Context: an optimization exercise on an open-source flow, tuned for small area, a short achievable clock period and few clock cycles per item. The choices shown serve that exercise and are no tape-out recipe.
Where RTL was checked, it was by simulation tests only, not by an equivalence proof against the original.
The RTL of runs 1 and 2 was laid out without a check of its function.
Power is estimated from default activity; no workload was simulated.

`flow/config.mk`:
```
export PLATFORM = sky130hd
export DESIGN_NAME = fetch_top
export DESIGN_NICKNAME = fetch_top
export VERILOG_FILES = /design/flow/design.v
export SDC_FILE = /design/flow/constraint.sdc
export NUM_CORES = 4
export LEC_CHECK = 0
export ABC_AREA = 1
export ABC_CLOCK_PERIOD_IN_PS = 3000
export CAP_MARGIN = 20
export CORE_MARGIN = 8
export CORE_UTILIZATION = 40
export CTS_BUF_LIST = sky130_fd_sc_hd__clkbuf_4 sky130_fd_sc_hd__clkbuf_8
export CTS_CLUSTER_SIZE = 30
export SETUP_SLACK_MARGIN = 3.4
export SLEW_MARGIN = 20
export SYNTH_HIERARCHICAL = 1
export SYNTH_MINIMUM_KEEP_SIZE = 0
```
`flow/flow/run.sh`:
```
#!/bin/bash
# The standard layout, with the ports buffered by the smallest buffer
# instead of the flow's default pick; repair still resizes them as needed.
set -euo pipefail
export BUFFER_PORTS_ARGS="-buffer_cell sky130_fd_sc_hd__buf_1"
bash standard.sh > standard.log 2>&1
```
`flow/standard.sh`:
```
#!/bin/bash
# synth_recipe.tcl (not shown) runs the flow's synth.tcl, then flattens the netlist and writes it again
# the make line also repeats each setting of config.mk as NAME=value (left out here)
make -C /OpenROAD-flow-scripts/flow DESIGN_CONFIG=/design/flow/config.mk WORK_HOME=/design/flow/orfs CLKGATE_MAP_FILE= SYNTH_SCRIPT=/design/flow/synth_recipe.tcl "${@:-finish}"
```
`flow/constraint.sdc`:
```
create_clock -name core_clock -period 6.0 [get_ports {clk_in}]
set_input_delay 1.2000 -clock core_clock [delete_from_list [all_inputs] [get_ports {clk_in}]]
set_output_delay 1.2000 -clock core_clock [all_outputs]
set_load 0.01 [all_outputs]
```
`flow/design.v`:
```
`timescale 1ns/100ps
`default_nettype none
module fetch_top (
    input  logic  clk_in,
    input  logic  br_reset,
    input  logic  stall,
    input  logic  redirect_valid,
    input  logic [31:0] redirect_pc,
    output logic  out_valid,
    output logic [31:0] out_ins,
    output logic [31:0] out_pc,
    output logic [31:0] out_pred_pc,
    input  logic  upd_valid,
    input  logic [31:0] upd_pc,
    input  logic  upd_taken,
    output logic  mem_req,
    output logic [31:0] mem_addr,
    input  logic  mem_ack,
    input  logic [31:0] mem_data
);
    localparam logic [6:0] OP_JAL    = 7'b1101111;
    localparam logic [6:0] OP_BRANCH = 7'b1100011;
    logic [1:0]  ctr_q [16];
    logic [31:2] addr_q;      
    logic [31:2] np_q;        
    logic        stale_q;     
    logic        discard;
    logic        deliver;
    assign mem_addr    = {addr_q, 2'b00};
    assign out_pc      = {addr_q, 2'b00};
    assign out_pred_pc = {np_q, 2'b00};
    assign discard = mem_req && mem_ack && (stale_q || redirect_valid);
    assign deliver = mem_req && mem_ack && !stale_q && !redirect_valid && !stall;
    logic        is_jal, is_br, taken;
    logic [18:0] t_lo;
    logic        t_c;
    logic [10:0] hi_inc, hi_dec;
    logic [29:0] seq_pc;
    assign is_jal = (mem_data[6:0] == OP_JAL);
    assign is_br  = (mem_data[6:0] == OP_BRANCH);
    assign taken  = is_jal || (is_br && ctr_q[np_q[5:2]][1]);
    tgt_add tgt_add_i (.a(np_q[20:2]), .ins(mem_data), .s(t_lo), .co(t_c));
    incdec #(.N(11)) hi_id (.x(addr_q[31:21]), .inc(hi_inc), .dec(hi_dec));
    logic [18:0] seq_lo;
    logic        seq_c;
    inc #(.N(19)) seq_i (.x(addr_q[20:2]), .y(seq_lo), .co(seq_c));
    assign seq_pc = {seq_c ? hi_inc : addr_q[31:21], seq_lo};
    logic [29:0] np_hold;     
    logic        take;        
    logic [10:0] hi_c1, hi_c0;
    logic [10:0] np_hi_c1, np_hi_c0;
    logic [29:0] np_d;
    always_comb begin
        if (br_reset) begin
            np_hold = '0;
        end else if (redirect_valid) begin
            np_hold = redirect_pc[31:2];
        end else if (deliver) begin
            np_hold = seq_pc;
        end else begin
            np_hold = np_q;
        end
    end
    assign take  = deliver && taken && !br_reset;
    assign hi_c1 = mem_data[31] ? addr_q[31:21] : hi_inc;
    assign hi_c0 = mem_data[31] ? hi_dec : addr_q[31:21];
    assign np_hi_c1 = take ? hi_c1 : np_hold[29:19];
    assign np_hi_c0 = take ? hi_c0 : np_hold[29:19];
    sel2 #(.N(19)) lo_sel (.s(take), .a(t_lo), .b(np_hold[18:0]), .y(np_d[18:0]));
    sel2 #(.N(11)) hi_sel (.s(t_c), .a(np_hi_c1), .b(np_hi_c0), .y(np_d[29:19]));
    always_ff @(posedge clk_in) begin
        if (br_reset) begin
            mem_req   <= 1'b0;
            out_valid <= 1'b0;
            stale_q   <= 1'b0;
        end else begin
            out_valid <= deliver;
            if (!mem_req) begin
                if (!redirect_valid) begin
                    mem_req <= 1'b1;
                    stale_q <= 1'b0;
                end
            end else begin
                if (redirect_valid) begin
                    stale_q <= 1'b1;
                end
                if (discard) begin
                    mem_req <= 1'b0;
                end
                if (deliver) begin
                    mem_req <= 1'b0;
                end
            end
        end
    end
    always_ff @(posedge clk_in) begin
        np_q <= np_d;
    end
    logic [29:0] addr_d;
    sel2 #(.N(30)) addr_sel (.s(mem_req || redirect_valid), .a(addr_q), .b(np_q), .y(addr_d));
    always_ff @(posedge clk_in) begin
        addr_q <= addr_d;
    end
    always_ff @(posedge clk_in) begin
        out_ins <= mem_data;
    end
    for (genvar i = 0; i < 16; i++) begin : ctr_
        logic [1:0] c;
        logic [1:0] c_next;
        assign c = ctr_q[i];
        assign c_next = upd_taken ? {c[1] | c[0], c[1] | !c[0]}
                                  : {c[1] & c[0], c[1] & !c[0]};
        always_ff @(posedge clk_in) begin
            if (br_reset) begin
                ctr_q[i] <= 2'b01;
            end else if (upd_valid && upd_pc[5:2] == i) begin
                ctr_q[i] <= c_next;
            end
        end
    end
endmodule
module tgt_add (
    input  logic [18:0] a,
    input  logic [31:0] ins,
    output logic [18:0] s,
    output logic        co
);
    logic [18:0] b;
    assign b[18]    = ins[31];
    assign b[17:13] = ins[2] ? ins[19:15] : {5{ins[31]}};
    assign b[12:10] = ins[3] ? ins[14:12] : {3{ins[31]}};
    assign b[9]     = ins[3] ? ins[20] : ins[7];
    assign b[8:3]   = ins[30:25];
    assign b[2:0]   = ins[2] ? ins[24:22] : ins[11:9];
    ks_add #(.N(19)) add_i (.a(a), .b(b), .s(s), .co(co));
endmodule
module ks_add #(
    parameter int N = 8
) (
    input  logic [N-1:0] a,
    input  logic [N-1:0] b,
    output logic [N-1:0] s,
    output logic         co
);
    localparam int L = (N > 16) ? 5 : (N > 8) ? 4 : (N > 4) ? 3 : (N > 2) ? 2 : 1;
    logic [N-1:0] g [L+1];
    logic [N-1:0] p [L+1];
    logic [N-1:0] x;
    assign x    = a ^ b;
    assign g[0] = a & b;
    assign p[0] = x;
    for (genvar l = 0; l < L; l++) begin : lvl
        for (genvar i = 0; i < N; i++) begin : bit_
            if (i >= (1 << l)) begin : comb
                assign g[l+1][i] = g[l][i] | (p[l][i] & g[l][i-(1<<l)]);
                assign p[l+1][i] = p[l][i] & p[l][i-(1<<l)];
            end else begin : pass
                assign g[l+1][i] = g[l][i];
                assign p[l+1][i] = p[l][i];
            end
        end
    end
    assign s  = x ^ {g[L][N-2:0], 1'b0};
    assign co = g[L][N-1];
endmodule
module incdec #(
    parameter int N = 8
) (
    input  logic [N-1:0] x,
    output logic [N-1:0] inc,
    output logic [N-1:0] dec
);
    assign inc = x + 1'b1;
    assign dec = x - 1'b1;
endmodule
module inc #(
    parameter int N = 8
) (
    input  logic [N-1:0] x,
    output logic [N-1:0] y,
    output logic         co
);
    assign {co, y} = {1'b0, x} + 1'b1;
endmodule
module sel2 #(
    parameter int N = 8
) (
    input  logic         s,
    input  logic [N-1:0] a,
    input  logic [N-1:0] b,
    output logic [N-1:0] y
);
    assign y = s ? a : b;
endmodule
`default_nettype wire
```
==> parameters.txt, run 1 <==
Parameter                              Value

Run
  Max-cap violations ... 0

GRT
  Met2 Use GR ... 0.3245
  Met3 layer usage reported by global route ... 0.04455
  Global-route usage over all layers ... 0.1925
  Largest net degree at the start of global routing ... 58
  Number of global-route vias before repair ... 8100
  Initial antenna violation count ... 0
  Global routing met1 resource utilization ... 0.2406
  Wire length of the first global-routing pass ... 41010 um
  Total overflow reported by the global router ... 0
  Busiest metal layer after global routing ... met2

Run status
  Outcome ... complete, no violations

STA
  Final hold slack ... 0.4628 ns
  Slew Limit Headroom ... 0.4669
  Setup repair after global routing missed its margin ... true
  Setup slack of the critical path after layout ... 3.477 ns
  Hold violation count in the final report ... 0
  Actual transition at the worst max-transition pin ... 0.7984 ns
  Slew Viols, Final ... 0
  Final critical delay including setup and external delays ... 2.523 ns
  Portion of the clock cycle consumed by the worst path in the final layout ... 0.4204
  Clock skew ... 0.01039 ns
  Number of failing setup endpoints in the final timing report ... 0
  Timing-limited maximum frequency ... 396.4 MHz
  Summed negative setup slack over all endpoints ... 0 ns

Drt
  DRT Wirelength ... 26370 um
  DR vias ... 8748
  DRC violations left ... 0
  Wirelength per Cell ... 14.67 um
  Remaining number of nets flagged by the antenna check after routing ... 0
  TritonRoute pass-1 iters ... 5
  Initial DRC count ... 430
  Drt via density ... 4.865

Critical path
  Library cell contributing the largest single delay on the critical path ... ha_4
  Setup Crit Path Kind ... in2reg
  Critical path buffer and inverter count ... 2
  Source of the critical timing path ... mem_data[31]
  Crit path max-delay family ... simple AND/OR/NAND/NOR gates
  Crit-path max FO ... 48
  CP Data Required Time ... 6.35 ns
  Cell Chain, Critical Path ... buf_16 -> nand2_4 -> nand2_2 -> ha_4 -> nand4_1 -> nor3_1 -> nand2_1 -> nand2_2 -> nand2_4 -> nand2_8 -> clkinv_8 -> nand2_1 -> nand2_1
  Longest individual stage delay on the worst path ... 0.30 ns
  Critical path launch point type ... input pin
  Cell seen most often among critical-path stages ... nand2_1
  R2r startpoint ... addr_q[8]$_DFF_P_
  Critical Path End Type ... flip-flop
  Arrival @ worst endpoint ... 2.87 ns

Die
  Number of ports placed on the die boundary ... 233
  Std-Cell Rows ... 53
  Die area ... 26260 um2
  Height of the die ... 162.1 um
  Initial Utilization ... 0.4072
  Die extent in x ... 162.1 um
  Core Region ... 20960 um2

Final layout
  Synthesis-to-finish area growth ... 16.28%
  Diode count ... 0
  Leading cell types in the layout, fill and taps excluded ... nand2_1, buf_1, dfxtp_1, inv_1, nor2_1
  Filler Cells Inserted ... 2251
  Core utilization of the finished layout ... 0.4735
  Final Non-Filler Cells ... 1798
  Most common library cell in the layout ignoring fill and taps ... nand2_1
  Count of nets after finishing ... 1637
  Share of final-layout standard cells stronger than drive strength 1 ... 0.1103

Yosys
  Avg Cell Area, Syn ... 6.270 um2
  Post-synthesis instance area ... 8533 um2
  Number of warnings printed during yosys synthesis ... 11
  Share of the yosys chip area belonging to registers ... 0.2979
  Gate count after technology mapping ... 1361
  Post-synthesis cell type count ... 38
  Flip-flop and latch count after synthesis ... 127

Placed design
  Gp weighted congestion ... 0.8748
  Total instance count after detailed placement ... 1754
  Pre-CTS WS ... 1.841 ns
  Buffers on Ports ... 196
  Detail Placement HPWL ... 18840 um

Clock tree
  CTS Buf Count ... 17
  Level count of the clock H-tree ... 4
  Root buffer selected by CTS ... clkbuf_8
  Insertion delay of the later-clocked pin in the worst-skew pair ... 0.46 ns
  Register clock-pin slew on the reported worst setup and hold paths ... 0.08 ns
  # clock sinks ... 127
  CTS tree ... done
  Maximum root-to-sink buffer count ... 2

Min path
  Hold path startpoint ... np_q[25]$_DFF_P_
  Hold crit path type ... reg2reg

Pwr
  Ratio of total power to cell area ... 240.5 nW/um2
  Max IR drop VDD ... 132.8 uV
  Leakage Power ... 4.694 nW
cell type report:
class                      instances  area [um2]  share of cell area
tap                              275       344.1             0.03468
sequential                       127        2545              0.2565
multi-input combinational       1013        5149              0.5189
clock inverter                    13       128.9             0.01299
inverter                         141       596.8             0.06015
timing repair inverter             2       16.27            0.001639
clock buffer                      19       261.5             0.02636
timing repair buffer             208       880.8             0.08878
flip-flops by register name (all words and copies together) (netlist names):
signal and cells:
addr_q 30, out_valid 1, mem_req 1, np_q 30, ctr_q 32, out_ins 32, stale_q 1
per-stage QoR:
stage               total power, mW  area, um2
detailed placement            1.627       9191
global route                  2.543       9922
global placement              1.623       9191
CTS                           2.383       9683
floorplan                     1.480       8678
finish                        2.386       9922
where the power goes:
| group | leakage (nW) | switching [mW] | internal (mW) | total (mW) |
|---|---|---|---|---|
| Clock | 0.188 | 0.383 | 0.357 | 0.740 |
| Combinational | 3.45 | 0.404 | 0.234 | 0.638 |
| Sequential | 1.05 | 0.102 | 0.907 | 1.01 |
final timing paths:
check | cells after the start | to | slack, ns
setup / recovery | 13 | np_q[28]$_DFF_P_ | 3.48
hold / removal | 2 | addr_q[25]$_DFF_P_ | 0.46
setup reg to reg | 17 | np_q[28]$_DFF_P_ | 3.70
hold reg to reg | 2 | addr_q[25]$_DFF_P_ | 0.46
routing by layer:
metal  vias to the layer above  share of wire  wire length (um)
met5                         -              0                 0
met4                         0          0.019               490
met3                        39          0.065              1708
met2                       257           0.46             12250
met1                      3879           0.45             11920
li1                       4573              -                 -
synth_stat cells, drive strengths merged:
master / instances / area (um2)
nand2: 513 / 2058
inv: 141 / 536.8
dfxtp: 127 / 2542
nor2: 114 / 483.0
nand3: 100 / 525.5
o21ai: 94 / 470.5
a21oi: 65 / 329.1
buf: 64 / 499.2
o211ai: 26 / 195.2
clkbuf: 23 / 86.33
ha: 23 / 287.8
nor3: 22 / 115.1
xor2: 20 / 175.2
xnor2: 10 / 87.58
nand4: 7 / 43.79
and2: 4 / 27.53
o21bai: 3 / 22.52
a211oi: 1 / 7.510
conb: 1 / 3.750
fa: 1 / 20.02
nand3b: 1 / 7.510
or2: 1 / 8.760
cells by family after synthesis:
family / count (synthesis) / synth area share
buffers and inverters: 228 / 0.1315
adders and majority gates: 24 / 0.03607
AOI/OAI and AO/OA: 189 / 0.1201
xor gates and xnor gates: 30 / 0.03079
DFF: 127 / 0.2979
other: 1 / 0.0004395
and+or+nand+nor: 762 / 0.3831
modules after synthesis, one instance, submodules excluded, excerpt:
module     area [um2]  copies in the design  cells inside  flip-flops and latches
fetch_top        5535                     1           751                     127
tgt_add         148.9                     1            33                       0
worst min-delay path: stages, from the launching register on:
cell and delay [ns]:
dfxtp_1 0.32, nand2_1 0.06, nand2_1 0.04
what timing repair did:
| item | CTS | global route |
|---|---|---|
| hold endpoints to repair | 0 | 0 |
| gates cloned | 2 | 2 |
| pin swaps | 2 | 10 |
| resized for setup | 26 | 41 |
| hold buffers | 0 | 0 |
| buffers inserted | 2 | 6 |
| setup endpoints to repair | 62 | 56 |
==> run 2, diff against run 1 <==
--- a/flow/config.mk
+++ b/flow/config.mk
@@ -12,7 +12,7 @@
 export CORE_UTILIZATION = 40
 export CTS_BUF_LIST = sky130_fd_sc_hd__clkbuf_4 sky130_fd_sc_hd__clkbuf_8
 export CTS_CLUSTER_SIZE = 30
-export SETUP_SLACK_MARGIN = 3.4
+export SETUP_SLACK_MARGIN = 3.5
 export SLEW_MARGIN = 20
 export SYNTH_HIERARCHICAL = 1
 export SYNTH_MINIMUM_KEEP_SIZE = 0
==> parameters.txt, run 2 <==
Parameter                              Value

Run status
  Outcome ... complete, no violations

Die
  Core Region ... 20960 um2 (unchanged)
  Std-Cell Rows ... 53 (unchanged)
  Die area ... 26260 um2 (unchanged)
  Height of the die ... 162.1 um (unchanged)
  Initial Utilization ... 0.4072 (unchanged)
  Number of ports placed on the die boundary ... 233 (unchanged)
  Die extent in x ... 162.1 um (unchanged)

Yosys
  Post-synth EDFFs ... 0 (unchanged)
  Share of the yosys chip area belonging to registers ... 0.2979 (unchanged)
  Cell type with the largest total area after synthesis ... dfxtp_1
  Primary flip-flop cell chosen by synthesis mapping ... dfxtp_1
  Number of warnings printed during yosys synthesis ... 11 (unchanged)
  Commonest cells in the synthesized netlist ... nand2_1, dfxtp_1, inv_1
  Avg Cell Area, Syn ... 6.270 um2 (unchanged)
  Gate count after technology mapping ... 1361 (unchanged)
  Post-synthesis instance area ... 8533 um2 (unchanged)
  Cell with the most instances after synthesis ... nand2_1
  Area share of the largest cell type after synthesis ... 0.2979 (unchanged)
  Post-synthesis cell type count ... 38 (unchanged)
  Post-synth ARST share ... 0 (unchanged)
  Flip-flop and latch count after synthesis ... 127 (unchanged)
  Largest cells by area after synthesis ... dfxtp_1, nand2_1, nand3_1, o21ai_0, inv_1

Clock tree
  CTS Buf Count ... 17 (unchanged)
  Root buffer selected by CTS ... clkbuf_8
  Maximum root-to-sink buffer count ... 2 (unchanged)
  CTS tree ... done
  Insertion delay of the later-clocked pin in the worst-skew pair ... 0.46 ns (about the same)
  # clock sinks ... 127 (unchanged)
  CTS Hold Bufs ... 0 (unchanged)
  Level count of the clock H-tree ... 4 (unchanged)
  Register clock-pin slew on the reported worst setup and hold paths ... 0.08 ns (about the same)

Placed design
  Pre-CTS WS ... 2.140 ns (+0.2991 ns)
  Buffers on Ports ... 196 (unchanged)
  Gp weighted congestion ... 0.8763 (+0.17%)
  Detail Placement HPWL ... 18990 um (+0.81%)

Drt
  DRC violations left ... 0 (unchanged)
  TritonRoute pass-1 iters ... 5 (unchanged)
  DRT Wirelength ... 26560 um (+0.73%)
  Initial DRC count ... 448 (+4.2%)
  DR vias ... 8808 (+0.69%)
  Remaining number of nets flagged by the antenna check after routing ... 0 (unchanged)
  Wirelength per Cell ... 14.74 um (+0.51%)
  Drt via density ... 4.888 (+0.46%)

STA
  Setup slack of the critical path after layout ... 3.542 ns (+0.06464 ns)
  Setup repair after global routing missed its margin ... true
  Number of failing setup endpoints in the final timing report ... 0 (unchanged)
  Clock skew ... 0.01365 ns (+0.003259 ns)
  Slew Viols, Final ... 0 (unchanged)
  Slew Limit Headroom ... 0.4605 (-0.006469)
  Summed negative setup slack over all endpoints ... 0 ns (unchanged)
  Portion of the clock cycle consumed by the worst path in the final layout ... 0.4097 (-0.01077)
  Actual transition at the worst max-transition pin ... 0.8081 ns (+0.009689 ns)
  Final critical delay including setup and external delays ... 2.458 ns (-0.06464 ns)
  Hold violation count in the final report ... 0 (unchanged)
  Timing-limited maximum frequency ... 406.8 MHz (+2.6%)

Final layout
  Share of final-layout standard cells stronger than drive strength 1 ... 0.1179 (+0.007570)
  Leading cell types in the layout, fill and taps excluded ... nand2_1, buf_1, dfxtp_1, inv_1, nor2_1
  Synthesis-to-finish area growth ... 17.90%
  Filler Cells Inserted ... 2259 (+0.36%)
  Most common library cell in the layout ignoring fill and taps ... nand2_1
  Registers with the most flip-flops ... ctr_q x32, out_ins x32
  Diode count ... 0 (unchanged)
  Count of nets after finishing ... 1642 (+0.31%)

Pwr
  Max IR drop VDD ... 144.7 uV (+8.9%)
  Ratio of total power to cell area ... 246.0 nW/um2 (+2.3%)
  Leakage Power ... 4.774 nW (+1.7%)

Critical path
  CP Data Required Time ... 6.36 ns (about the same)
  Critical path launch point type ... input pin
  Arrival @ worst endpoint ... 2.82 ns (-0.05 ns)
  Setup Crit Path Kind ... in2reg
  Critical Path End Type ... flip-flop
  Crit-path max FO ... 12 (-75%)

GRT
  Number of global-route vias before repair ... 8388 (+3.6%)
  Wire length of the first global-routing pass ... 42590 um (+3.9%)
  Total overflow reported by the global router ... 0 (unchanged)
  Largest net degree at the start of global routing ... 58 (unchanged)
  Initial antenna violation count ... 0 (unchanged)
  Global-route usage over all layers ... 0.2006 (+0.008084)

Min path
  Hold crit path type ... reg2reg

Run
  Max-cap violations ... 0 (unchanged)
==> run 2: cell counts after synthesis <==
Identical to the previous run, type by type.
==> run 2: power by group <==
part | switching, mW | internal [mW] | total [mW]
sequential | 0.101 | 0.907 | 1.01
clock | 0.377 | 0.445 | 0.823
combinational | 0.402 | 0.241 | 0.643
total | 0.881 | 1.59 | 2.47
==> run 2: layer usage <==
layer / track usage / up-vias / wire (um)
met5: 0 / - / 0
met4: 0.06313 / 0 / 509
met3: 0.04910 / 33 / 1597
met2: 0.3395 / 213 / 12640
met1: 0.2459 / 3966 / 11820
li1: - / 4596 / -
==> run 2: critical path, cell delays in order <==
cell and delay [ns]:
buf_12 0.13, inv_8 0.07, nand2_2 0.05, nand2_2 0.08
ha_4 0.14, inv_2 0.04, fa_2 0.35, inv_2 0.08
buf_4 0.11, nand3_1 0.11, nand3_2 0.12, nand2_1 0.08
nand3_1 0.07, nand2_1 0.06, nand2_1 0.08, nand2_1 0.05
==> run 2: final cells by class <==
cell class / count / area (um2) / share of cell area
clock buffer: 20 / 275.3 / 0.02736
clock inverter: 11 / 155.1 / 0.01542
inverter: 141 / 579.3 / 0.05758
multi-input combinational: 1012 / 5162 / 0.5131
sequential: 127 / 2549 / 0.2533
tap: 275 / 344.1 / 0.03420
timing repair buffer: 216 / 996.0 / 0.09899
==> run 2: cells by family (layout without fill, tap and decap cells) <==
group / Yosys count / in the layout / synth area share
flip-flops: 127 / 127 / 0.2979
AND/OR/NAND/NOR: 762 / 763 / 0.3831
AO/OA/AOI/OAI: 189 / 189 / 0.1201
other: 1 / 6 / 0.0004395
buffers and inverters: 228 / 388 / 0.1315
XOR/XNOR: 30 / 30 / 0.03079
adder cells (fa/ha/maj): 24 / 24 / 0.03607
==> run 2: metrics by stage <==
stage | util | area (um2) | hold WS (ns) | cells | power [mW]
after floorplan | - | 8683 | 0.4551 | 1366 | 1.481
after global placement | 0.4392 | 9204 | 0.4550 | 1755 | 1.628
after detailed placement | 0.4392 | 9204 | 0.4566 | 1755 | 1.633
after CTS | 0.4691 | 9831 | 0.4679 | 1792 | 2.476
after global routing | 0.4801 | 10060 | 0.4829 | 1802 | 2.630
final | 0.4801 | 10060 | 0.4604 | 1802 | 2.475
==> run 2: per-module statistics from Yosys, one instance, submodules excluded, excerpt <==
module	flip-flops and latches	cell area, um2
fetch_top	127	5535
tgt_add	0	148.9
==> run 2: what timing repair did <==
action | in CTS | in global routing
endpoints found under the hold margin | 0 | 0
buffers inserted | 4 | 9
gates cloned | 2 | 1
setup endpoints to repair | 62 | 65
resized for setup | 37 | 34
pin swaps | 5 | 11
==> run 2: worst paths after layout <==
kind	startpoint	end	slack [ns]	cells after the start
worst max-delay path	mem_data[2]	np_q[16]$_DFF_P_	3.54	16
worst min-delay path	np_q[23]$_DFF_P_	addr_q[23]$_DFF_P_	0.46	2
worst max register to register	addr_q[7]$_DFF_P_	np_q[30]$_DFF_P_	3.74	17
worst min register to register	np_q[23]$_DFF_P_	addr_q[23]$_DFF_P_	0.46	2
==> run 3, diff against run 2 <==
--- a/flow/design.v
+++ b/flow/design.v
@@ -40,11 +40,11 @@
     assign is_br  = (mem_data[6:0] == OP_BRANCH);
     assign taken  = is_jal || (is_br && ctr_q[np_q[5:2]][1]);
     tgt_add tgt_add_i (.a(np_q[20:2]), .ins(mem_data), .s(t_lo), .co(t_c));
-    incdec #(.N(11)) hi_id (.x(addr_q[31:21]), .inc(hi_inc), .dec(hi_dec));
+    incdec #(.N(11)) hi_id (.x(np_q[31:21]), .inc(hi_inc), .dec(hi_dec));
     logic [18:0] seq_lo;
     logic        seq_c;
-    inc #(.N(19)) seq_i (.x(addr_q[20:2]), .y(seq_lo), .co(seq_c));
-    assign seq_pc = {seq_c ? hi_inc : addr_q[31:21], seq_lo};
+    inc #(.N(19)) seq_i (.x(np_q[20:2]), .y(seq_lo), .co(seq_c));
+    assign seq_pc = {seq_c ? hi_inc : np_q[31:21], seq_lo};
     logic [29:0] np_hold;     
     logic        take;        
     logic [10:0] hi_c1, hi_c0;
@@ -62,8 +62,8 @@
         end
     end
     assign take  = deliver && taken && !br_reset;
-    assign hi_c1 = mem_data[31] ? addr_q[31:21] : hi_inc;
-    assign hi_c0 = mem_data[31] ? hi_dec : addr_q[31:21];
+    assign hi_c1 = mem_data[31] ? np_q[31:21] : hi_inc;
+    assign hi_c0 = mem_data[31] ? hi_dec : np_q[31:21];
     assign np_hi_c1 = take ? hi_c1 : np_hold[29:19];
     assign np_hi_c0 = take ? hi_c0 : np_hold[29:19];
     sel2 #(.N(19)) lo_sel (.s(take), .a(t_lo), .b(np_hold[18:0]), .y(np_d[18:0]));
==> parameters.txt, run 3 <==
Parameter                              Value

Critical path
  Critical path buffer and inverter count ... 4 (-1)
  CP Data Required Time ... 6.35 ns (about the same)
  Critical Path End Type ... flip-flop
  R2R Path End ... np_q[27]$_DFF_P_
  Library cell contributing the largest single delay on the critical path ... ha_4
  Cell seen most often among critical-path stages ... nand2_4
  Cell Chain, Critical Path ... buf_12 -> buf_12 -> nand2_8 -> nand2_4 -> ha_4 -> nand2_4 -> buf_4 -> nor3_2 -> nand2_2 -> nand2_2 -> nand2_4 -> nand2_8 -> clkinv_8 -> nand2_4 -> nand2_1
  FF-to-FF path depth ... 16 (-1)
  Crit path max-delay family ... simple AND/OR/NAND/NOR gates
  Setup Crit Path Kind ... in2reg
  Crit-path max FO ... 7 (-5)
  R2r startpoint ... np_q[8]$_DFF_P_
  Longest individual stage delay on the worst path ... 0.30 ns (-0.05 ns)
  Instance count on the critical path ... 15 (-1)
  Setup slack of the worst register-to-register path ... 3.78 ns (+0.04 ns)
  Arrival @ worst endpoint ... 2.95 ns (+0.13 ns)
  Critical path launch point type ... input pin

Clock tree
  Register clock-pin slew on the reported worst setup and hold paths ... 0.08 ns (about the same)
  # clock sinks ... 127 (unchanged)
  Insertion delay of the later-clocked pin in the worst-skew pair ... 0.46 ns (about the same)
  Level count of the clock H-tree ... 4 (unchanged)
  CTS tree ... done
  CTS Buf Count ... 17 (unchanged)
  Root buffer selected by CTS ... clkbuf_8
  CTS Hold Bufs ... 0 (unchanged)
  Maximum root-to-sink buffer count ... 2 (unchanged)

Die
  Die area ... 25980 um2 (-1.1%)
  Std-Cell Rows ... 53 (unchanged)
  Height of the die ... 161.2 um (-0.55%)
  Initial Utilization ... 0.4049 (-0.002334)
  Number of ports placed on the die boundary ... 233 (unchanged)
  Core Region ... 20820 um2 (-0.63%)
  Die extent in x ... 161.2 um (-0.55%)

Drt
  DRC violations left ... 0 (unchanged)
  Initial DRC count ... 566 (+26%)
  Remaining number of nets flagged by the antenna check after routing ... 0 (unchanged)
  Drt via density ... 4.880 (-0.16%)
  DR vias ... 8970 (+1.8%)
  Wirelength per Cell ... 14.94 um (+1.4%)
  TritonRoute pass-1 iters ... 5 (unchanged)
  DRT Wirelength ... 27460 um (+3.4%)

GRT
  Global-route usage over all layers ... 0.2021 (+0.001555)
  Total overflow reported by the global router ... 0 (unchanged)
  Wire length of the first global-routing pass ... 42550 um (-0.11%)
  Largest net degree at the start of global routing ... 59 (+1.7%)
  Initial antenna violation count ... 0 (unchanged)
  Number of global-route vias before repair ... 8240 (-1.8%)

Pwr
  Leakage Power ... 5.079 nW (+6.4%)
  Max IR drop VDD ... 125.4 uV (-13%)
  Ratio of total power to cell area ... 235.7 nW/um2 (-4.2%)
  Total power ... 2.448 mW (-1.1%)

Final layout
  Diode count ... 0 (unchanged)
  Leading cell types in the layout, fill and taps excluded ... nand2_1, buf_1, inv_1, nor2_1, dfxtp_1
  Registers with the most flip-flops ... ctr_q x32, out_ins x32
  Count of nets after finishing ... 1677 (+2.1%)
  Share of final-layout standard cells stronger than drive strength 1 ... 0.1337 (+0.01584)
  Most common library cell in the layout ignoring fill and taps ... nand2_1
  Synthesis-to-finish area growth ... 23.18%
  Final Non-Filler Cells ... 1838 (+2.0%)
  Core utilization of the finished layout ... 0.4987 (+0.01862)
  Final non-filler cell area ... 10390 um2 (+3.2%)

STA
  Slew Limit Headroom ... 0.6040 (+0.1436)
  Clock skew ... 0.01713 ns (+0.003481 ns)
  Slew Viols, Final ... 0 (unchanged)
  Final critical delay including setup and external delays ... 2.595 ns (+0.1369 ns)
  Actual transition at the worst max-transition pin ... 0.5907 ns (-0.2174 ns)
  Timing-limited maximum frequency ... 385.4 MHz (-5.3%)
  Hold violation count in the final report ... 0 (unchanged)
  Portion of the clock cycle consumed by the worst path in the final layout ... 0.4325 (+0.02282)
  Number of failing setup endpoints in the final timing report ... 0 (unchanged)
  Summed negative setup slack over all endpoints ... 0 ns (unchanged)
  Final hold slack ... 0.4639 ns (+0.003522 ns)
  Setup slack of the critical path after layout ... 3.405 ns (-0.1369 ns)
  Setup repair after global routing missed its margin ... true

Run
  Max-cap violations ... 0 (unchanged)

Yosys
  Post-synthesis cell type count ... 39 (+2.6%)
  Post-synth EDFFs ... 0 (unchanged)
  Avg Cell Area, Syn ... 6.149 um2 (-1.9%)
  Gate count after technology mapping ... 1371 (+0.73%)
  Cell type with the largest total area after synthesis ... dfxtp_1
  Area share of the largest cell type after synthesis ... 0.3016 (+0.003626)
  Commonest cells in the synthesized netlist ... nand2_1, inv_1, dfxtp_1, nor2_1, o21ai_0
  Cell with the most instances after synthesis ... nand2_1
  Number of warnings printed during yosys synthesis ... 11 (unchanged)
  Flip-flop and latch count after synthesis ... 127 (unchanged)
  Post-synth ARST share ... 0 (unchanged)
  Largest cells by area after synthesis ... dfxtp_1, nand2_1, inv_1, nor2_1, o21ai_0
  Post-synthesis instance area ... 8431 um2 (-1.2%)
  Share of the yosys chip area belonging to registers ... 0.3016 (+0.003626)
  Primary flip-flop cell chosen by synthesis mapping ... dfxtp_1

Placed design
  Total instance count after detailed placement ... 1766 (+0.63%)
  Buffers on Ports ... 196 (unchanged)
  Gp weighted congestion ... 0.8892 (+1.5%)
  Pre-CTS WS ... 1.832 ns (-0.3081 ns)
  Detail Placement HPWL ... 18620 um (-1.9%)
  Area after DPL ... 9121 um2 (-0.90%)

Min path
  Instance count along the most critical hold path ... 2 (unchanged)
  Hold crit path type ... reg2reg
  Worst hold path endpoint ... addr_q[31]$_DFF_P_
  Hold path startpoint ... addr_q[31]$_DFF_P_

Run status
  Outcome ... complete, no violations
## run 3: area by class of cell
class | count | area, um2
fill | 2209 | 10440
multi-input combinational | 1013 | 5204
sequential | 127 | 2559
timing repair buffer | 234 | 1200
inverter | 153 | 629.4
tap | 275 | 344.1
clock buffer | 18 | 247.7
clock inverter | 14 | 171.4
timing repair inverter | 4 | 30.03
## run 3: metal layers
metal  global-route usage  up-vias  routed length [um]
met5                    0        -                   0
met4              0.05135        0                 445
met3              0.03920       29                1744
met2               0.3514      269               13140
met1               0.2512     4032               12140
li1                     -     4640                   -
## run 3: Yosys stat by module (local to each module, per instance), a selection
module,flip-flops and latches,cell area [um2],times used,cells
tgt_add,0,148.9,1,33
fetch_top,127,5433,1,761
## run 3: repair_timing
action	4_1_cts	5_1_grt
pin swaps	16	26
gates resized for setup	56	67
setup buffers	15	15
cloned	7	3
endpoints found under the setup margin	65	52
## run 3: worst max-delay path by stage
stage,to,slack [ns],start
6_report,np_q[22]$_DFF_P_,3.41,mem_data[31]
5_1_grt,np_q[22]$_DFF_P_,3.38,mem_data[31]
4_1_cts,np_q[10]$_DFF_P_,3.49,redirect_valid
3_5_place_dp,np_q[10]$_DFF_P_,1.83,mem_data[2]
3_3_place_gp,np_q[19]$_DFF_P_,1.84,mem_data[2]
2_1_floorplan,np_q[18]$_DFF_P_,3.25,mem_data[2]
## run 3: worst min-delay path: stages (launching register included)
cell,delay (ns)
dfxtp_1,0.32
nand2_1,0.06
nand2_1,0.04
## run 3: logic make-up (layout without fill, tap and decap cells)
family | Yosys count | in the layout | share of synthesized area
buffers and inverters | 239 | 423 | 0.1356
and+or+nand+nor | 771 | 774 | 0.3822
xor gates and xnor gates | 30 | 30 | 0.03117
DFF | 127 | 127 | 0.3016
AOI/OAI and AO/OA | 179 | 179 | 0.1125
other | 1 | 6 | 0.0004448
adders and majority gates | 24 | 24 | 0.03651
## run 3: power breakdown
part           internal (mW)  switching [mW]  leakage [nW]
Combinational          0.244           0.401          3.81
Sequential             0.908          0.0859          1.06
Clock                  0.396           0.412         0.211
Total                   1.55           0.899          5.08
Testbench counts of run 3, summed over its fixed seeds: cycles 51,127, items 14,446.
==> run 4, diff against run 3 <==
--- a/flow/config.mk
+++ b/flow/config.mk
@@ -12,7 +12,7 @@
 export CORE_UTILIZATION = 40
 export CTS_BUF_LIST = sky130_fd_sc_hd__clkbuf_4 sky130_fd_sc_hd__clkbuf_8
 export CTS_CLUSTER_SIZE = 30
-export SETUP_SLACK_MARGIN = 3.5
+export SETUP_SLACK_MARGIN = 3.4
 export SLEW_MARGIN = 20
 export SYNTH_HIERARCHICAL = 1
 export SYNTH_MINIMUM_KEEP_SIZE = 0
==> parameters.txt, run 4 <==
Parameter                              Value

Run status
  Outcome ... complete, no violations

Yosys
  Post-synth EDFFs ... 0 (unchanged)
  Largest cells by area after synthesis ... dfxtp_1, nand2_1, inv_1, nor2_1, o21ai_0
  Number of warnings printed during yosys synthesis ... 11 (unchanged)
  Post-synthesis cell type count ... 39 (unchanged)
  Commonest cells in the synthesized netlist ... nand2_1, inv_1, dfxtp_1, nor2_1, o21ai_0
  Cell type with the largest total area after synthesis ... dfxtp_1
  Primary flip-flop cell chosen by synthesis mapping ... dfxtp_1
  Post-synthesis instance area ... 8431 um2 (unchanged)
  Share of the yosys chip area belonging to registers ... 0.3016 (unchanged)
  Post-synth ARST share ... 0 (unchanged)
  Cell with the most instances after synthesis ... nand2_1
  Flip-flop and latch count after synthesis ... 127 (unchanged)
  Gate count after technology mapping ... 1371 (unchanged)
  Avg Cell Area, Syn ... 6.149 um2 (unchanged)
  Area share of the largest cell type after synthesis ... 0.3016 (unchanged)

Final layout
  Diode count ... 0 (unchanged)
  Share of final-layout standard cells stronger than drive strength 1 ... 0.09328 (-0.04044)
  Leading cell types in the layout, fill and taps excluded ... nand2_1, buf_1, inv_1, nor2_1, dfxtp_1
  Registers with the most flip-flops ... ctr_q x32, out_ins x32
  Count of nets after finishing ... 1647 (-1.8%)
  Synthesis-to-finish area growth ... 16.87%
  Filler Cells Inserted ... 2294 (+3.8%)
  Most common library cell in the layout ignoring fill and taps ... nand2_1

Die
  Initial Utilization ... 0.4049 (unchanged)
  Die area ... 25980 um2 (unchanged)
  Height of the die ... 161.2 um (unchanged)
  Die extent in x ... 161.2 um (unchanged)
  Std-Cell Rows ... 53 (unchanged)
  Core Region ... 20820 um2 (unchanged)
  Number of ports placed on the die boundary ... 233 (unchanged)

Drt
  Wirelength per Cell ... 14.18 um (-5.1%)
  DRT Wirelength ... 25640 um (-6.6%)
  DRC violations left ... 0 (unchanged)
  Drt via density ... 4.812 (-1.4%)
  TritonRoute pass-1 iters ... 6 (+1)
  Initial DRC count ... 517 (-8.7%)
  DR vias ... 8700 (-3.0%)
  Remaining number of nets flagged by the antenna check after routing ... 0 (unchanged)

STA
  Number of failing setup endpoints in the final timing report ... 0 (unchanged)
  Clock skew ... 0.008138 ns (-0.008992 ns)
  Summed negative setup slack over all endpoints ... 0 ns (unchanged)
  Timing-limited maximum frequency ... 399.8 MHz (+3.8%)
  Actual transition at the worst max-transition pin ... 0.6112 ns (+0.02047 ns)
  Slew Viols, Final ... 0 (unchanged)
  Slew Limit Headroom ... 0.5903 (-0.01372)
  Final critical delay including setup and external delays ... 2.501 ns (-0.09386 ns)
  Portion of the clock cycle consumed by the worst path in the final layout ... 0.4168 (-0.01564)
  Setup repair after global routing missed its margin ... false
  Final hold slack ... 0.4613 ns (-0.002661 ns)
  Hold violation count in the final report ... 0 (unchanged)
  Setup slack of the critical path after layout ... 3.499 ns (+0.09386 ns)

Clock tree
  Level count of the clock H-tree ... 4 (unchanged)
  CTS Buf Count ... 17 (unchanged)
  CTS tree ... done
  Register clock-pin slew on the reported worst setup and hold paths ... 0.08 ns (about the same)
  Maximum root-to-sink buffer count ... 2 (unchanged)
  Insertion delay of the later-clocked pin in the worst-skew pair ... 0.45 ns (about the same)
  Root buffer selected by CTS ... clkbuf_8
  # clock sinks ... 127 (unchanged)

GRT
  Global-route usage over all layers ... 0.1905 (-0.01165)
  Number of global-route vias before repair ... 8254 (+0.17%)
  Wire length of the first global-routing pass ... 40530 um (-4.7%)
  Initial antenna violation count ... 0 (unchanged)
  Total overflow reported by the global router ... 0 (unchanged)
  Largest net degree at the start of global routing ... 59 (unchanged)

Critical path
  CP Data Required Time ... 6.34 ns (about the same)
  Setup slack of the worst register-to-register path ... 3.72 ns (-0.06 ns)
  Longest individual stage delay on the worst path ... 0.26 ns (-0.04 ns)
  Cell Chain, Critical Path ... clkbuf_16 -> nand2_8 -> nand2_2 -> ha_4 -> nand2_4 -> inv_1 -> nand2_1 -> and2_4 -> nor2_1 -> nor2_1 -> nand2_1 -> nand2_2 -> nand2_8 -> buf_12 -> nand2_1 -> nand2_1
  Cell seen most often among critical-path stages ... nand2_1
  Library cell contributing the largest single delay on the critical path ... ha_4
  Source of the critical timing path ... mem_data[31]
  FF-to-FF path depth ... 14 (-2)
  Setup Crit Path Kind ... in2reg
  Instance count on the critical path ... 16 (+1)
  Setup crit end ... np_q[22]$_DFF_P_
  Critical path launch point type ... input pin
  R2R Path End ... np_q[19]$_DFF_P_
  Crit-path max FO ... 12 (+5)
  R2r startpoint ... np_q[3]$_DFF_P_
  Crit path max-delay family ... simple AND/OR/NAND/NOR gates
  Arrival @ worst endpoint ... 2.85 ns (-0.10 ns)
  Critical path buffer and inverter count ... 3 (-1)
  Critical Path End Type ... flip-flop

Pwr
  Ratio of total power to cell area ... 245.3 nW/um2 (+4.1%)
  Max IR drop VDD ... 131.0 uV (+4.5%)
  Leakage Power ... 4.831 nW (-4.9%)

Placed design
  Pre-CTS WS ... 1.317 ns (-0.5144 ns)
  Gp weighted congestion ... 0.8680 (-2.4%)
  Detail Placement HPWL ... 18460 um (-0.90%)
  Buffers on Ports ... 196 (unchanged)

Min path
  Hold crit path type ... reg2reg
  Hold path startpoint ... addr_q[30]$_DFF_P_

Run
  Max-cap violations ... 0 (unchanged)
## run 4: per-layer routing
| metal | global-route usage | wire length, um | part of all wire | up-vias |
|---|---|---|---|---|
| li1 | - | - | - | 4574 |
| met1 | 0.2382 | 11810 | 0.46 | 3858 |
| met2 | 0.3203 | 11770 | 0.46 | 251 |
| met3 | 0.05167 | 1782 | 0.070 | 17 |
| met4 | 0.04419 | 272 | 0.011 | 0 |
| met5 | 0 | 0 | 0 | - |
## run 4: layout make-up
cell class / count / area (um2) / area share
Sequential cell: 127 / 2551 / 0.2589
Tap cell: 275 / 344.1 / 0.03492
Multi-Input combinational cell: 1011 / 4995 / 0.5069
Clock inverter: 15 / 207.7 / 0.02108
Inverter: 153 / 606.8 / 0.06159
Timing Repair inverter: 2 / 12.51 / 0.001270
Clock buffer: 17 / 234.0 / 0.02375
Timing Repair Buffer: 208 / 902.1 / 0.09156
## run 4: cell families after synthesis
| kind of cell | count (synthesis) | share of synthesized area |
|---|---|---|
| other | 1 | 0.0004448 |
| AO/OA/AOI/OAI | 179 | 0.1125 |
| buffers and inverters | 239 | 0.1356 |
| AND/OR/NAND/NOR | 771 | 0.3822 |
| flip-flops | 127 | 0.3016 |
| adder cells (fa/ha/maj) | 24 | 0.03651 |
| XOR/XNOR | 30 | 0.03117 |
## run 4: how the worst min path moves through the flow
stage                                 endpoint  slack, ns  cells after the start
after global routing        addr_q[30]$_DFF_P_       0.48                      2
after CTS                   addr_q[30]$_DFF_P_       0.46                      2
after detailed placement    addr_q[30]$_DFF_P_       0.45                      2
final                       addr_q[30]$_DFF_P_       0.46                      2
after floorplan           stale_q$_SDFFE_PP0P_       0.43                      2
after global placement      addr_q[30]$_DFF_P_       0.44                      2
## run 4: worst register-to-register path: stages, from the launching register on
cell and delay [ns]:
dfxtp_4 0.48, inv_1 0.16, nand3_1 0.10, nand2_1 0.05, nor2_1 0.14, nor2_1 0.06
nor2_1 0.10, nand2_1 0.06, nand2_1 0.09, nand2_4 0.21, nand2_8 0.23, clkinvlp_4 0.20
buf_12 0.19, nand2_1 0.07, nand2_1 0.05
## run 4: repair_timing
item / 4_1_cts / 5_1_grt
hold buffers: 0 / 0
gates cloned: 2 / 3
setup endpoints to repair: 32 / 72
gates resized for setup: 22 / 31
pin swaps: 2 / 7
setup buffers: 3 / 2
## run 4: where the power goes
group	leakage, nW	switching, mW	internal [mW]
registers	1.05	0.0819	0.907
logic	3.56	0.370	0.211
clock network	0.215	0.387	0.459
## run 4: per-module statistics from Yosys, one instance, submodules excluded, a selection
| module | times used | flops+latches | area (um2) |
|---|---|---|---|
| tgt_add | 1 | 0 | 148.9 |
| fetch_top | 1 | 127 | 5433 |
## run 4: stage by stage
stage	std cells	power [mW]	instance area (um2)	utilization
6_report	1808	2.417	9853	0.4732
5_1_grt	1808	2.571	9853	0.4732
4_1_cts	1803	2.432	9684	0.4651
3_5_place_dp	1766	1.568	9116	0.4378
3_3_place_gp	1766	1.562	9116	0.4378
2_1_floorplan	1376	1.431	8574	-
==> run 5, diff against run 4 <==
--- a/flow/flow/run.sh
+++ b/flow/flow/run.sh
@@ -3,4 +3,5 @@
 # instead of the flow's default pick; repair still resizes them as needed.
 set -euo pipefail
 export BUFFER_PORTS_ARGS="-buffer_cell sky130_fd_sc_hd__buf_1"
+export REMOVE_ABC_BUFFERS=1
 bash standard.sh > standard.log 2>&1
==> parameters.txt, run 5 <==
Parameter                              Value

Die
  Die extent in x ... 161.2 um (unchanged)
  Die area ... 25980 um2 (unchanged)
  Std-Cell Rows ... 53 (unchanged)
  Height of the die ... 161.2 um (unchanged)
  Number of ports placed on the die boundary ... 233 (unchanged)
  Core Region ... 20820 um2 (unchanged)
  Initial Utilization ... 0.4049 (unchanged)

Critical path
  Longest individual stage delay on the worst path ... 0.31 ns (+0.05 ns)
  Critical Path End Type ... flip-flop
  Cell Chain, Critical Path ... buf_6 -> buf_12 -> clkinv_8 -> nand2_8 -> nand2_4 -> ha_4 -> nand4_1 -> nor3_2 -> nand2_4 -> nand2_4 -> nand2_4 -> nand2_8 -> inv_8 -> nand2_1 -> nand2_1
  Setup slack of the worst register-to-register path ... 3.67 ns (-0.05 ns)
  Cell seen most often among critical-path stages ... nand2_4
  Setup Crit Path Kind ... in2reg
  Arrival @ worst endpoint ... 2.94 ns (+0.09 ns)
  Crit-path max FO ... 11 (-1)
  FF-to-FF path depth ... 15 (+1)
  R2r startpoint ... np_q[3]$_DFF_P_
  Library cell contributing the largest single delay on the critical path ... nor3_2
  R2R Path End ... np_q[6]$_DFF_P_
  Critical path launch point type ... input pin
  CP Data Required Time ... 6.35 ns (about the same)

Drt
  Remaining number of nets flagged by the antenna check after routing ... 0 (unchanged)
  DRC violations left ... 0 (unchanged)
  Initial DRC count ... 543 (+5.0%)
  Wirelength per Cell ... 14.42 um (+1.7%)
  Drt via density ... 4.853 (+0.85%)
  DR vias ... 8847 (+1.7%)
  DRT Wirelength ... 26300 um (+2.6%)
  TritonRoute pass-1 iters ... 6 (unchanged)

Clock tree
  Register clock-pin slew on the reported worst setup and hold paths ... 0.07 ns (about the same)
  Level count of the clock H-tree ... 4 (unchanged)
  Maximum root-to-sink buffer count ... 2 (unchanged)
  Insertion delay of the later-clocked pin in the worst-skew pair ... 0.46 ns (about the same)
  CTS tree ... done
  CTS Buf Count ... 17 (unchanged)
  Root buffer selected by CTS ... clkbuf_8
  CTS Hold Bufs ... 0 (unchanged)
  # clock sinks ... 127 (unchanged)

Final layout
  Diode count ... 0 (unchanged)
  Synthesis-to-finish area growth ... 19.47%
  Most common library cell in the layout ignoring fill and taps ... nand2_1
  Leading cell types in the layout, fill and taps excluded ... nand2_1, buf_1, inv_1, nor2_1, dfxtp_1
  Count of nets after finishing ... 1663 (+0.97%)
  Registers with the most flip-flops ... ctr_q x32, out_ins x32
  Share of final-layout standard cells stronger than drive strength 1 ... 0.1163 (+0.02300)

Placed design
  Buffers on Ports ... 196 (unchanged)
  Gp weighted congestion ... 0.8564 (-1.3%)
  Detail Placement HPWL ... 18180 um (-1.5%)
  Pre-CTS WS ... 1.799 ns (+0.4815 ns)

Yosys
  Post-synth EDFFs ... 0 (unchanged)
  Cell with the most instances after synthesis ... nand2_1
  Number of warnings printed during yosys synthesis ... 11 (unchanged)
  Post-synth ARST share ... 0 (unchanged)
  Largest cells by area after synthesis ... dfxtp_1, nand2_1, inv_1, nor2_1, o21ai_0
  Gate count after technology mapping ... 1371 (unchanged)
  Flip-flop and latch count after synthesis ... 127 (unchanged)
  Post-synthesis cell type count ... 39 (unchanged)
  Primary flip-flop cell chosen by synthesis mapping ... dfxtp_1
  Cell type with the largest total area after synthesis ... dfxtp_1
  Post-synthesis instance area ... 8431 um2 (unchanged)
  Commonest cells in the synthesized netlist ... nand2_1, inv_1, dfxtp_1, nor2_1, o21ai_0
  Area share of the largest cell type after synthesis ... 0.3016 (unchanged)
  Share of the yosys chip area belonging to registers ... 0.3016 (unchanged)
  Avg Cell Area, Syn ... 6.149 um2 (unchanged)

GRT
  Initial antenna violation count ... 0 (unchanged)
  Global-route usage over all layers ... 0.1927 (+0.002238)
  Largest net degree at the start of global routing ... 59 (unchanged)
  Wire length of the first global-routing pass ... 40820 um (+0.72%)
  Number of global-route vias before repair ... 8251 (-0.036%)
  Total overflow reported by the global router ... 0 (unchanged)

Min path
  Hold crit path type ... reg2reg
  Instance count along the most critical hold path ... 2 (unchanged)
  Hold path startpoint ... stale_q$_SDFFE_PP0P_
  Worst hold path endpoint ... stale_q$_SDFFE_PP0P_

STA
  Actual transition at the worst max-transition pin ... 0.7531 ns (+0.1419 ns)
  Slew Viols, Final ... 0 (unchanged)
  Clock skew ... 0.01080 ns (+0.002664 ns)
  Final critical delay including setup and external delays ... 2.590 ns (+0.08911 ns)
  Portion of the clock cycle consumed by the worst path in the final layout ... 0.4317 (+0.01485)
  Hold violation count in the final report ... 0 (unchanged)
  Number of failing setup endpoints in the final timing report ... 0 (unchanged)
  Setup repair after global routing missed its margin ... true
  Setup slack of the critical path after layout ... 3.410 ns (-0.08911 ns)
  Timing-limited maximum frequency ... 386.1 MHz (-3.4%)
  Slew Limit Headroom ... 0.4979 (-0.09235)
  Summed negative setup slack over all endpoints ... 0 ns (unchanged)

Pwr
  Total power ... 2.343 mW (-3.0%)
  Switching power share of the total ... 0.3518 (+0.004706)
  Max IR drop VDD ... 122.8 uV (-6.3%)
  Cell Int Power ... 1.519 mW (-3.7%)
  Leakage Power ... 4.946 nW (+2.4%)
  Combinational cell fraction of total power ... 0.261 (+0.020)
  Ratio of total power to cell area ... 232.6 nW/um2 (-5.2%)
  Seq pwr share ... 0.422 (+0.013)
  Net switching power ... 0.8243 mW (-1.7%)
  Clock network fraction of total power ... 0.317 (-0.033)

Run
  Max-cap violations ... 0 (unchanged)

Run status
  Outcome ... complete, no violations
[run 5: cell counts after synthesis]
Identical to the previous run, type by type.
[run 5: what timing repair did]
| action | in CTS | in global routing |
|---|---|---|
| buffers inserted | 5 | 15 |
| gates cloned | 3 | 2 |
| gates resized for setup | 41 | 77 |
| setup endpoints to repair | 63 | 41 |
| endpoints found under the hold margin | 0 | 0 |
| pin swaps | 2 | 28 |
[run 5: stage by stage]
stage | cells | utilization | hold slack, ns | area (um2)
after floorplan | 1290 | - | 0.4312 | 7885
after global placement | 1767 | 0.4328 | 0.4411 | 9012
after detailed placement | 1767 | 0.4328 | 0.4542 | 9012
after CTS | 1806 | 0.4619 | 0.4673 | 9618
after global routing | 1823 | 0.4837 | 0.4868 | 10070
final | 1823 | 0.4837 | 0.4577 | 10070
[run 5: layout make-up]
class	instances	area [um2]
inverter	153	615.6
clock buffer	20	262.8
timing repair buffer	224	1027
clock inverter	11	116.4
multi-input combinational	1012	5147
sequential	127	2551
tap	275	344.1
fill	2225	10750
timing repair inverter	1	7.507
[run 5: worst max path at each step]
| stage | from | to | cells past startpoint |
|---|---|---|---|
| 6_report | mem_data[2] | np_q[22]$_DFF_P_ | 15 |
| 5_1_grt | mem_data[2] | np_q[27]$_DFF_P_ | 15 |
| 4_1_cts | mem_data[2] | np_q[17]$_DFF_P_ | 13 |
| 3_5_place_dp | mem_data[31] | np_q[22]$_DFF_P_ | 16 |
| 3_3_place_gp | mem_data[3] | np_q[11]$_DFF_P_ | 12 |
| 2_1_floorplan | redirect_valid | np_q[19]$_DFF_P_ | 10 |
[run 5: logic make-up (layout without fill, tap and decap cells)]
logic type,Yosys count,count (layout),share of synthesized area
xor gates and xnor gates,30,30,0.03117
adders and majority gates,24,24,0.03651
other,1,6,0.0004448
DFF,127,127,0.3016
buffers and inverters,239,409,0.1356
AOI/OAI and AO/OA,179,179,0.1125
and+or+nand+nor,771,773,0.3822
[run 5: critical path, delay by kind of cell]
kind                     cells  cell delay [ns]
AND/OR/NAND/NOR             10             1.09
adder cells (fa/ha/maj)      1             0.29
buffers and inverters        4             0.34
[run 5: per-layer routing]
metal  vias up  track usage  wire, um
li1       4600            -         -
met1      3991       0.2317     11540
met2       234       0.3401     12840
met3        22      0.04581      1565
met4         0      0.04503       341
met5         -            0         0
[run 5: modules after synthesis (local to each module, per instance), a selection]
module,flops+latches,times used
tgt_add,0,1
fetch_top,127,1
[run 5: power groups by stage]
stage	clock network, mW	logic (mW)	registers [mW]
CTS	0.764	0.568	0.987
floorplan	0	0.321	1.03
finish	0.744	0.611	0.988
global placement	0	0.539	1.00
global route	0.804	0.687	0.999
detailed placement	0	0.544	1.01
==> run 6, diff against run 5 <==
==> flow/flow/run.sh (replaced) <==
#!/bin/bash
# The standard layout, with the ports buffered by the smallest buffer
# instead of the flow's default pick; repair still resizes them as needed.
set -euo pipefail
export BUFFER_PORTS_ARGS="-buffer_cell sky130_fd_sc_hd__buf_1"
bash standard.sh > standard.log 2>&1
--- a/flow/config.mk
+++ b/flow/config.mk
@@ -16,3 +16,4 @@
 export SLEW_MARGIN = 20
 export SYNTH_HIERARCHICAL = 1
 export SYNTH_MINIMUM_KEEP_SIZE = 0
+export TNS_END_PERCENT = 50
==> parameters.txt, run 6 <==
Parameter                              Value

Critical path
  Crit-path max FO ... 6 (-5)
  CP Data Required Time ... 6.35 ns (about the same)
  R2r startpoint ... np_q[5]$_DFF_P_
  Arrival @ worst endpoint ... 2.90 ns (-0.04 ns)
  Setup Crit Path Kind ... in2reg
  Critical Path End Type ... flip-flop
  Critical path launch point type ... input pin
  Setup slack of the worst register-to-register path ... 3.59 ns (-0.08 ns)
  Source of the critical timing path ... mem_data[2]

Yosys
  Post-synth ARST share ... 0 (unchanged)
  Flip-flop and latch count after synthesis ... 127 (unchanged)
  Post-synthesis cell type count ... 39 (unchanged)
  Cell with the most instances after synthesis ... nand2_1
  Commonest cells in the synthesized netlist ... nand2_1, inv_1, dfxtp_1, nor2_1, o21ai_0
  Avg Cell Area, Syn ... 6.149 um2 (unchanged)
  Post-synth EDFFs ... 0 (unchanged)
  Share of the yosys chip area belonging to registers ... 0.3016 (unchanged)
  Area share of the largest cell type after synthesis ... 0.3016 (unchanged)
  Gate count after technology mapping ... 1371 (unchanged)
  Largest cells by area after synthesis ... dfxtp_1, nand2_1, inv_1, nor2_1, o21ai_0
  Cell type with the largest total area after synthesis ... dfxtp_1
  Post-synthesis instance area ... 8431 um2 (unchanged)
  Number of warnings printed during yosys synthesis ... 11 (unchanged)
  Primary flip-flop cell chosen by synthesis mapping ... dfxtp_1

STA
  Summed negative setup slack over all endpoints ... 0 ns (unchanged)
  Slew Limit Headroom ... 0.5918 (+0.09381)
  Actual transition at the worst max-transition pin ... 0.6115 ns (-0.1416 ns)
  Final critical delay including setup and external delays ... 2.545 ns (-0.04529 ns)
  Hold violation count in the final report ... 0 (unchanged)
  Setup slack of the critical path after layout ... 3.455 ns (+0.04529 ns)
  Final hold slack ... 0.4642 ns (+0.006557 ns)
  Number of failing setup endpoints in the final timing report ... 0 (unchanged)
  Timing-limited maximum frequency ... 393.0 MHz (+1.8%)
  Portion of the clock cycle consumed by the worst path in the final layout ... 0.4241 (-0.007548)
  Slew Viols, Final ... 0 (unchanged)
  Clock skew ... 0.02115 ns (+0.01035 ns)
  Setup repair after global routing missed its margin ... true

Clock tree
  Level count of the clock H-tree ... 4 (unchanged)
  CTS Buf Count ... 17 (unchanged)
  Root buffer selected by CTS ... clkbuf_8
  Maximum root-to-sink buffer count ... 2 (unchanged)
  # clock sinks ... 127 (unchanged)
  CTS tree ... done
  Register clock-pin slew on the reported worst setup and hold paths ... 0.08 ns (about the same)
  Insertion delay of the later-clocked pin in the worst-skew pair ... 0.46 ns (about the same)

Drt
  Remaining number of nets flagged by the antenna check after routing ... 0 (unchanged)
  DR vias ... 9001 (+1.7%)
  Wirelength per Cell ... 15.04 um (+4.3%)
  Drt via density ... 4.956 (+2.1%)
  DRT Wirelength ... 27310 um (+3.9%)
  Initial DRC count ... 656 (+21%)
  TritonRoute pass-1 iters ... 6 (unchanged)
  DRC violations left ... 0 (unchanged)

Die
  Number of ports placed on the die boundary ... 233 (unchanged)
  Die area ... 25980 um2 (unchanged)
  Std-Cell Rows ... 53 (unchanged)
  Core Region ... 20820 um2 (unchanged)
  Initial Utilization ... 0.4049 (unchanged)
  Die extent in x ... 161.2 um (unchanged)
  Height of the die ... 161.2 um (unchanged)

Placed design
  Buffers on Ports ... 196 (unchanged)
  Total instance count after detailed placement ... 1767 (unchanged)
  Detail Placement HPWL ... 19390 um (+6.7%)
  Pre-CTS WS ... 1.514 ns (-0.2847 ns)
  Gp weighted congestion ... 0.8758 (+2.3%)
  Area after DPL ... 9112 um2 (+1.1%)

GRT
  Met2 Use GR ... 0.3346 (-0.005539)
  Initial antenna violation count ... 1 (+1)
  Largest net degree at the start of global routing ... 59 (unchanged)
  Total overflow reported by the global router ... 0 (unchanged)
  Busiest metal layer after global routing ... met2
  Wire length of the first global-routing pass ... 42210 um (+3.4%)
  Global-route usage over all layers ... 0.1994 (+0.006673)
  Number of global-route vias before repair ... 8328 (+0.93%)
  Global routing met1 resource utilization ... 0.2502 (+0.01845)
  Met3 layer usage reported by global route ... 0.04454 (-0.001273)

Final layout
  Final non-filler cell area ... 9972 um2 (-0.99%)
  Filler Cells Inserted ... 2230 (+0.22%)
  Most common library cell in the layout ignoring fill and taps ... nand2_1
  Count of nets after finishing ... 1655 (-0.48%)
  Share of final-layout standard cells stronger than drive strength 1 ... 0.1019 (-0.01440)
  Leading cell types in the layout, fill and taps excluded ... nand2_1, buf_1, inv_1, nor2_1, dfxtp_1
  Registers with the most flip-flops ... ctr_q x32, out_ins x32
  Core utilization of the finished layout ... 0.4789 (-0.004807)
  Final Non-Filler Cells ... 1816 (-0.38%)
  Diode count ... 0 (unchanged)
  Synthesis-to-finish area growth ... 18.28%

Pwr
  Max IR drop VDD ... 135.2 uV (+10%)
  Ratio of total power to cell area ... 243.5 nW/um2 (+4.7%)
  Total power ... 2.428 mW (+3.6%)
  Leakage Power ... 4.913 nW (-0.68%)

Run status
  Outcome ... complete, no violations

Min path
  Hold crit path type ... reg2reg
  Hold path startpoint ... stale_q$_SDFFE_PP0P_

Run
  Max-cap violations ... 0 (unchanged)
run 6: cell counts after synthesis:
No cell type changed its count.
run 6: final cells by class:
class,instances,area [um2],area share
Timing Repair Buffer,216,980.9,0.09837
Tap cell,275,344.1,0.03450
Multi-Input combinational cell,1012,5046,0.5060
Inverter,153,605.6,0.06073
Sequential cell,127,2552,0.2560
Timing Repair inverter,1,8.758,0.0008783
Clock inverter,12,158.9,0.01593
Clock buffer,20,275.3,0.02760
run 6: metal layers:
metal,wire (um),vias up
met3,2085,30
met1,12170,4102
met2,12560,292
li1,-,4575
met5,11,-
met4,488,2
run 6: path summary, 6_finish.rpt:
check / cells past startpoint / endpoint
setup reg to reg: 15 / np_q[26]$_DFF_P_
hold reg to reg: 2 / stale_q$_SDFFE_PP0P_
setup / recovery: 17 / np_q[18]$_DFF_P_
hold / removal: 2 / stale_q$_SDFFE_PP0P_
run 6: what timing repair did:
item                       in CTS  in global routing
pin swaps                       2                 13
hold buffers                    0                  0
setup endpoints to repair      62                 61
gates cloned                    2                  4
gates resized for setup        31                 41
setup buffers                   1                 10
run 6: report_power, final:
| part | switching (mW) | total [mW] | internal, mW | leakage [nW] |
|---|---|---|---|---|
| Combinational | 0.385 | 0.605 | 0.220 | 3.66 |
| Sequential | 0.0827 | 0.990 | 0.908 | 1.05 |
| Clock | 0.388 | 0.833 | 0.446 | 0.204 |
run 6: critical path, stage by stage:
cell,delay [ns]
buf_16,0.13
inv_8,0.08
nand2_2,0.05
nand2_2,0.10
ha_4,0.16
inv_2,0.04
fa_2,0.37
inv_2,0.09
nand3_2,0.07
nand3_2,0.09
nand2_1,0.07
nand2_2,0.09
nand2_1,0.08
nand3_1,0.07
nand2_1,0.06
nand2_1,0.08
nand2_1,0.05
run 6: per-module statistics from Yosys (local to each module, per instance), excerpt:
module     area, um2  flip-flops and latches  cells  times used
fetch_top       5433                     127    761           1
tgt_add        148.9                       0     33           1
run 6: cells by family (layout without fill, tap and decap cells):
| kind of cell | Yosys count | after routing | share of synthesized area |
|---|---|---|---|
| other cells | 1 | 6 | 0.0004448 |
| xor+xnor | 30 | 30 | 0.03117 |
| fa+ha+maj | 24 | 24 | 0.03651 |
| compound gates | 179 | 179 | 0.1125 |
| buf+inv | 239 | 402 | 0.1356 |
| simple gates | 771 | 773 | 0.3822 |
| flops | 127 | 127 | 0.3016 |
==> run 7, diff against run 6 <==
--- a/flow/config.mk
+++ b/flow/config.mk
@@ -9,11 +9,10 @@
 export ABC_CLOCK_PERIOD_IN_PS = 3000
 export CAP_MARGIN = 20
 export CORE_MARGIN = 8
-export CORE_UTILIZATION = 40
+export CORE_UTILIZATION = 55
 export CTS_BUF_LIST = sky130_fd_sc_hd__clkbuf_4 sky130_fd_sc_hd__clkbuf_8
 export CTS_CLUSTER_SIZE = 30
 export SETUP_SLACK_MARGIN = 3.4
 export SLEW_MARGIN = 20
 export SYNTH_HIERARCHICAL = 1
 export SYNTH_MINIMUM_KEEP_SIZE = 0
-export TNS_END_PERCENT = 50
==> parameters.txt, run 7 <==
Parameter                              Value

Run status
  Outcome ... complete, no violations

Drt
  Wirelength per Cell ... 14.37 um (-4.5%)
  Remaining number of nets flagged by the antenna check after routing ... 0 (unchanged)
  Initial DRC count ... 728 (+11%)
  DRC violations left ... 0 (unchanged)
  Drt via density ... 5.112 (+3.1%)

Yosys
  Post-synthesis instance area ... 8431 um2 (unchanged)
  Flip-flop and latch count after synthesis ... 127 (unchanged)
  Post-synthesis cell type count ... 39 (unchanged)
  Cell type with the largest total area after synthesis ... dfxtp_1

Clock tree
  Register clock-pin slew on the reported worst setup and hold paths ... 0.08 ns (about the same)
  Insertion delay of the later-clocked pin in the worst-skew pair ... 0.47 ns (about the same)
  Maximum root-to-sink buffer count ... 2 (unchanged)
  Root buffer selected by CTS ... clkbuf_8
  CTS tree ... done

Final layout
  Synthesis-to-finish area growth ... 15.18%
  Leading cell types in the layout, fill and taps excluded ... nand2_1, buf_1, inv_1, nor2_1, dfxtp_1
  Most common library cell in the layout ignoring fill and taps ... nand2_1
  Diode count ... 0 (unchanged)

STA
  Setup slack of the critical path after layout ... 3.462 ns (+0.006940 ns)
  Number of failing setup endpoints in the final timing report ... 0 (unchanged)
  Actual transition at the worst max-transition pin ... 0.6192 ns (+0.007747 ns)
  Slew Viols, Final ... 0 (unchanged)
  Final critical delay including setup and external delays ... 2.538 ns (-0.006940 ns)
  Final hold slack ... 0.4612 ns (-0.003024 ns)
  Clock skew ... 0.009657 ns (-0.01150 ns)
  Setup repair after global routing missed its margin ... true

Placed design
  Detail Placement HPWL ... 17640 um (-9.0%)
  Total instance count after detailed placement ... 1680 (-4.9%)
  Pre-CTS WS ... 1.939 ns (+0.4244 ns)
  Buffers on Ports ... 196 (unchanged)

Die
  Std-Cell Rows ... 45 (-15%)
  Die area ... 19550 um2 (-25%)
  Initial Utilization ... 0.5587 (+0.1538)

Pwr
  Max IR drop VDD ... 118.6 uV (-12%)
  Ratio of total power to cell area ... 237.8 nW/um2 (-2.4%)

GRT
  Wire length of the first global-routing pass ... 39190 um (-7.2%)
  Total overflow reported by the global router ... 0 (unchanged)
  Initial antenna violation count ... 0 (-1)

Critical path
  Critical path launch point type ... input pin
  Cell seen most often among critical-path stages ... nand2_1
  Critical path buffer and inverter count ... 2 (-2)
  Cell Chain, Critical Path ... clkbuf_16 -> nand2_4 -> nand2_2 -> ha_1 -> a21oi_2 -> o21bai_1 -> a21oi_4 -> nand2_8 -> clkinv_8 -> nand2_1 -> nand2_1
  R2R Path End ... np_q[13]$_DFF_P_
  Critical Path End Type ... flip-flop
  Setup Crit Path Kind ... in2reg

Min path
  Worst hold path endpoint ... stale_q$_SDFFE_PP0P_
  Instance count along the most critical hold path ... 2 (unchanged)
  Hold crit path type ... reg2reg
run 7: metal layers:
| layer | routed length (um) | track usage | vias to the layer above |
|---|---|---|---|
| li1 | - | - | 4580 |
| met1 | 10780 | 0.2962 | 3903 |
| met2 | 11830 | 0.4242 | 294 |
| met3 | 1737 | 0.04925 | 31 |
| met4 | 403 | 0.09600 | 0 |
| met5 | 0 | 0 | - |
run 7: logic make-up (layout without fill, tap and decap cells):
logic type      Yosys count  after routing  synth area share
buf+inv                 239            396            0.1356
fa+ha+maj                24             24           0.03651
compound gates          179            179            0.1125
flops                   127            127            0.3016
other cells               1              6         0.0004448
xor+xnor                 30             30           0.03117
simple gates            771            773            0.3822
run 7: layout make-up:
type	count	area share
Tap cell	188	0.02422
Clock buffer	19	0.02564
Sequential cell	127	0.2622
Inverter	153	0.06211
Clock inverter	13	0.01327
Timing Repair Buffer	211	0.09432
Multi-Input combinational cell	1012	0.5182
run 7: metrics by stage:
| step | util | instance area [um2] |
|---|---|---|
| after floorplan | - | 8574 |
| after global placement | 0.5974 | 9015 |
| after detailed placement | 0.5974 | 9015 |
| after CTS | 0.6291 | 9493 |
| after global routing | 0.6435 | 9711 |
| final | 0.6435 | 9711 |
run 7: tightest hold or removal path, stage by stage (launching register included):
cell	delay (ns)
dfxtp_1	0.30
inv_1	0.06
a21oi_1	0.06
run 7: how the worst max path moves through the flow:
stage / cells after the start / end / from
floorplan: 17 / np_q[18]$_DFF_P_ / mem_data[2]
global placement: 11 / np_q[10]$_DFF_P_ / mem_data[2]
detailed placement: 11 / np_q[13]$_DFF_P_ / mem_data[2]
CTS: 12 / np_q[22]$_DFF_P_ / mem_data[2]
global route: 14 / np_q[13]$_DFF_P_ / np_q[3]$_DFF_P_
finish: 11 / np_q[22]$_DFF_P_ / mem_data[31]
run 7: power breakdown:
group	leakage, nW	internal, mW	switching (mW)
logic	3.62	0.217	0.378
registers	1.05	0.908	0.0813
clock network	0.183	0.344	0.381
run 7: per-module statistics from Yosys, one instance, submodules excluded, a selection:
module / cell area (um2) / flip-flops and latches / copies in the design / cells inside
tgt_add: 148.9 / 0 / 1 / 33
fetch_top: 5433 / 127 / 1 / 761
run 7: what timing repair did:
action                                  4_1_cts  5_1_grt
endpoints found under the setup margin       62       62
buffers inserted                              1        7
cloned                                        2        1
resized for setup                            25       28
pin swaps                                     3        5

Setup slack of run 7, layout unchanged: 3.462 ns with ideal ports, 3.393 ns with driving cells assumed (clock clkbuf_16, inputs buf_2), 2.891 ns with port delays also shifted by the 0.502 ns mid clock arrival.
